Context: an optimization exercise on an open-source flow, tuned for a short achievable clock period and few clock cycles per item. The choices shown serve that exercise and are no tape-out recipe.
The RTL was checked by simulation tests, not by an equivalence proof against the original design.
Power and IR drop assume default switching activity.

rev 12:
Design query_latency_size_stats_top, start of the top module:
module query_latency_size_stats_top #(
  parameter int STAT_WIDTH = 32
) (
  input  logic        clk,
  input  logic        rst_n,
  input  logic        in_valid,
  output logic        in_ready,
  input  logic [2:0]  in_action,
  input  logic [31:0] in_byte_count,
  output logic        out_valid,
  input  logic        out_ready,
  output logic        out_enabled,
  output logic [31:0] out_query_total,
  output logic [31:0] out_error_total,
  output logic [31:0] out_bytes_least,
  output logic [31:0] out_bytes_mean,
  output logic [31:0] out_bytes_most,
  output logic [31:0] out_millis_least,
  output logic [31:0] out_millis_mean,
  output logic [31:0] out_millis_most
);
Size in the first run: about 13,000 cells after synthesis, about 4,300 flip-flops, roughly 0.19 mm² of cells after synthesis.
clock: 10.0 ns
lec_check: 0
abc_clock_period_in_ps: 3000
cap_margin: 20
core_margin: 2
core_utilization: 45
slew_margin: 20
standard.sh (not shown) runs the stock make flow with config.mk's settings and CLKGATE_MAP_FILE= SYNTH_SCRIPT=/design/flow/synth_recipe.tcl, a recipe that flattens the netlist after the stock synthesis.
==> flow/flow/run.sh <==
#!/bin/bash
set -uo pipefail
bash standard.sh SETUP_SLACK_MARGIN=6.5 finish > make_finish.log 2>&1
status=$?
tail -20 make_finish.log
exit $status
Testbench counts of rev 12, summed over its fixed seeds: cycles 31,622, items 30,830.
--- input diff rev 12..rev 13 ---
diff --git a/flow/design.v b/flow/design.v
--- a/flow/design.v
+++ b/flow/design.v
@@ -9,15 +9,15 @@
   localparam int RQ_DEPTH = 8;
   localparam int TAG_EN   = 0;   
   localparam int TAG_CLR  = 1;   
   localparam int TAG_FOLD = 2;   
   localparam int TAG_FAIL = 3;   
 endpackage
 module qls_div_step #(
-  parameter int NW = 7
+  parameter int NW = 8
 ) (
   input  logic [NW+3:0]         pp,
   input  logic [15:1][NW+3:0]   mul,
   output logic [3:0]            digit,
   output logic [NW-1:0]         rem
 );
   logic [15:0]          ge;
@@ -53,15 +53,15 @@
   output logic [W-1:0] s,
   output logic [W-1:0] c
 );
   assign s = x ^ y ^ z;
   assign c = {(x[W-2:0] & y[W-2:0]) | (x[W-2:0] & z[W-2:0]) | (y[W-2:0] & z[W-2:0]), cin};
 endmodule
 module qls_div #(
-  parameter int NW = 7
+  parameter int NW = 8
 ) (
   input  logic         clk,
   input  logic         rst_n,
   input  logic         req_valid,
   input  logic [64:0]  req,
   output logic         req_pop,
   input  logic         res_space,
@@ -511,15 +511,15 @@
         end
       end
     end else if (out_ready) begin
       ov_r <= 1'b0;
     end
   end
   always_ff @(posedge clk) begin
-    if (!rst_n || (tag_valid && tag[qls_pkg::TAG_CLR])) begin
+    if (!rst_n || (tag_pop && tag[qls_pkg::TAG_CLR])) begin
       qt1_r <= 32'd1;
       et1_r <= 32'd1;
     end else begin
       qt1_r <= qt_r + 32'd1;
       et1_r <= et_r + 32'd1;
     end
   end
==> notes.md <==
Each of the runs, namely rev 13 and rev 12, reached the end of the flow and came out clean.
Rev 12 vs rev 13, type of the worst setup path: register to register vs register to primary output
Diff rev 12 -> rev 13 | fraction of layout cells with a size suffix above 1 | decrease of 0.51 points
Comparing post-synthesis sequential area ratio for rev 13 and rev 12, the bigger number came from rev 12.
Diff rev 12 -> rev 13 | detailed-route via count | increase of 1,679
Looking at rev 13 and rev 12, the total chip power is a wash.
Against rev 12, register-to-register setup slack in rev 13 came out better.
Share of the final layout cell area in sequential cells was higher in the run labelled rev 12.
In rev 13 the total routed wire length on the met1 layer turned out about 0.35% lower than in rev 12.
Compared rev 13 vs rev 12, and number of buffer and inverter instances along the worst setup path is down in rev 13.
Sort rev 13 and rev 12 by wire length of the first global-routing pass desc -> top: rev 13
Higher number of setup buffers added after CTS goes to rev 12 over rev 13.
Between rev 13 and rev 12, final cycle utilization of the critical path is lower for rev 13, rev 12 comes in above that.
Testbench counts of rev 13, summed over its fixed seeds: cycles 31,622, items 30,830.

---

Another version of the RTL of query_latency_size_stats_top (not shown whole).
For scale: about 14000 cells after synthesis, about 300 I/O pins.
Settings: LEC_CHECK=0, ABC_CLOCK_PERIOD_IN_PS=3000, CAP_MARGIN=20, CORE_MARGIN=2, CORE_UTILIZATION=45, SLEW_MARGIN=20; clock period 10.0 ns.
Scripts as last shown in full above: flow/flow/run.sh
Testbench counts at the start, summed over its fixed seeds: cycles 31,323, items 30,830.
Next try:
--- a/flow/design.v
+++ b/flow/design.v
@@ -10,13 +10,13 @@
   localparam int TAG_EN   = 0;   
   localparam int TAG_CLR  = 1;   
   localparam int TAG_FOLD = 2;   
   localparam int TAG_FAIL = 3;   
 endpackage
 module qls_div_step #(
-  parameter int NW = 8
+  parameter int NW = 7
 ) (
   input  logic [NW+3:0]         pp,
   input  logic [15:1][NW+3:0]   mul,
   output logic [3:0]            digit,
   output logic [NW-1:0]         rem
 );
@@ -54,13 +54,13 @@
   output logic [W-1:0] c
 );
   assign s = x ^ y ^ z;
   assign c = {(x[W-2:0] & y[W-2:0]) | (x[W-2:0] & z[W-2:0]) | (y[W-2:0] & z[W-2:0]), cin};
 endmodule
 module qls_div #(
-  parameter int NW = 8
+  parameter int NW = 7
 ) (
   input  logic         clk,
   input  logic         rst_n,
   input  logic         req_valid,
   input  logic [64:0]  req,
   output logic         req_pop,
@@ -524,13 +524,13 @@
       end
     end else if (out_ready) begin
       ov_r <= 1'b0;
     end
   end
   always_ff @(posedge clk) begin
-    if (!rst_n || (tag_pop && tag[qls_pkg::TAG_CLR])) begin
+    if (!rst_n || (tag_valid && tag[qls_pkg::TAG_CLR])) begin
       qt1_r <= 32'd1;
       et1_r <= 32'd1;
     end else begin
       qt1_r <= qt_r + 32'd1;
       et1_r <= et_r + 32'd1;
     end
The new run produced a clean layout. Setup slack is better by 0.14 ns. Design area goes down by 2.0%. Total power goes down by about 2.7%. Count of clock-buffer cells in the layout goes down by 1. Global-route usage goes down by 0.27 points. Utilization goes down by 0.11 points. Area after synthesis goes down by about 2%. Synthesized cell count goes down by about 3%. Sequential share of layout area goes up by 1.0 points. Non-clock buffer count goes down by 54. Hold slack hardly moves. Wire length goes down by about 3.6%. First-iteration DRC count goes down by about 7%.
Testbench counts after the change, summed over its fixed seeds: cycles 31,323, items 30,830.

## static timing again, ports no longer ideal
In the flow no input, the clock included, has a driving cell. The finished layouts below were timed again as built, in two steps. Step 1, drivers: a clkbuf_16 drives clk and a buf_2 each remaining input, both assumed. Step 2 times the ports against the registers' clock, not the clock port: input delays grow and output delays shrink by t, the midpoint of the rising clock arrivals with the driver on. Three values: ideal ports, drivers, drivers and shift; two values: the first two.
run	t, ns	setup slack, ns	worst hold slack (ns)	slew at the worst register clock pin (ns)	worst slew at a driven data input, ns
rev 12	1.099	6.398 / 6.340 / 5.477	0.378 / 0.378 / 0.378	0.07 / 0.07	0.06
rev 13	1.083	6.417 / 6.304 / 5.607	0.407 / 0.407 / 0.407	0.07 / 0.07	0.10
the first run of note 2	1.101	6.285 / 6.285 / 5.360	0.360 / 0.360 / 0.360	0.07 / 0.07	0.14
the second run of note 2	1.084	6.420 / 6.398 / 5.441	0.359 / 0.359 / 0.359	0.07 / 0.07	0.08
After both steps setup and hold are still met in every run listed. For the second run of note 2, which loses most, drivers alone change the setup slack by -0.022 ns; drivers and shift together by -0.979 ns.
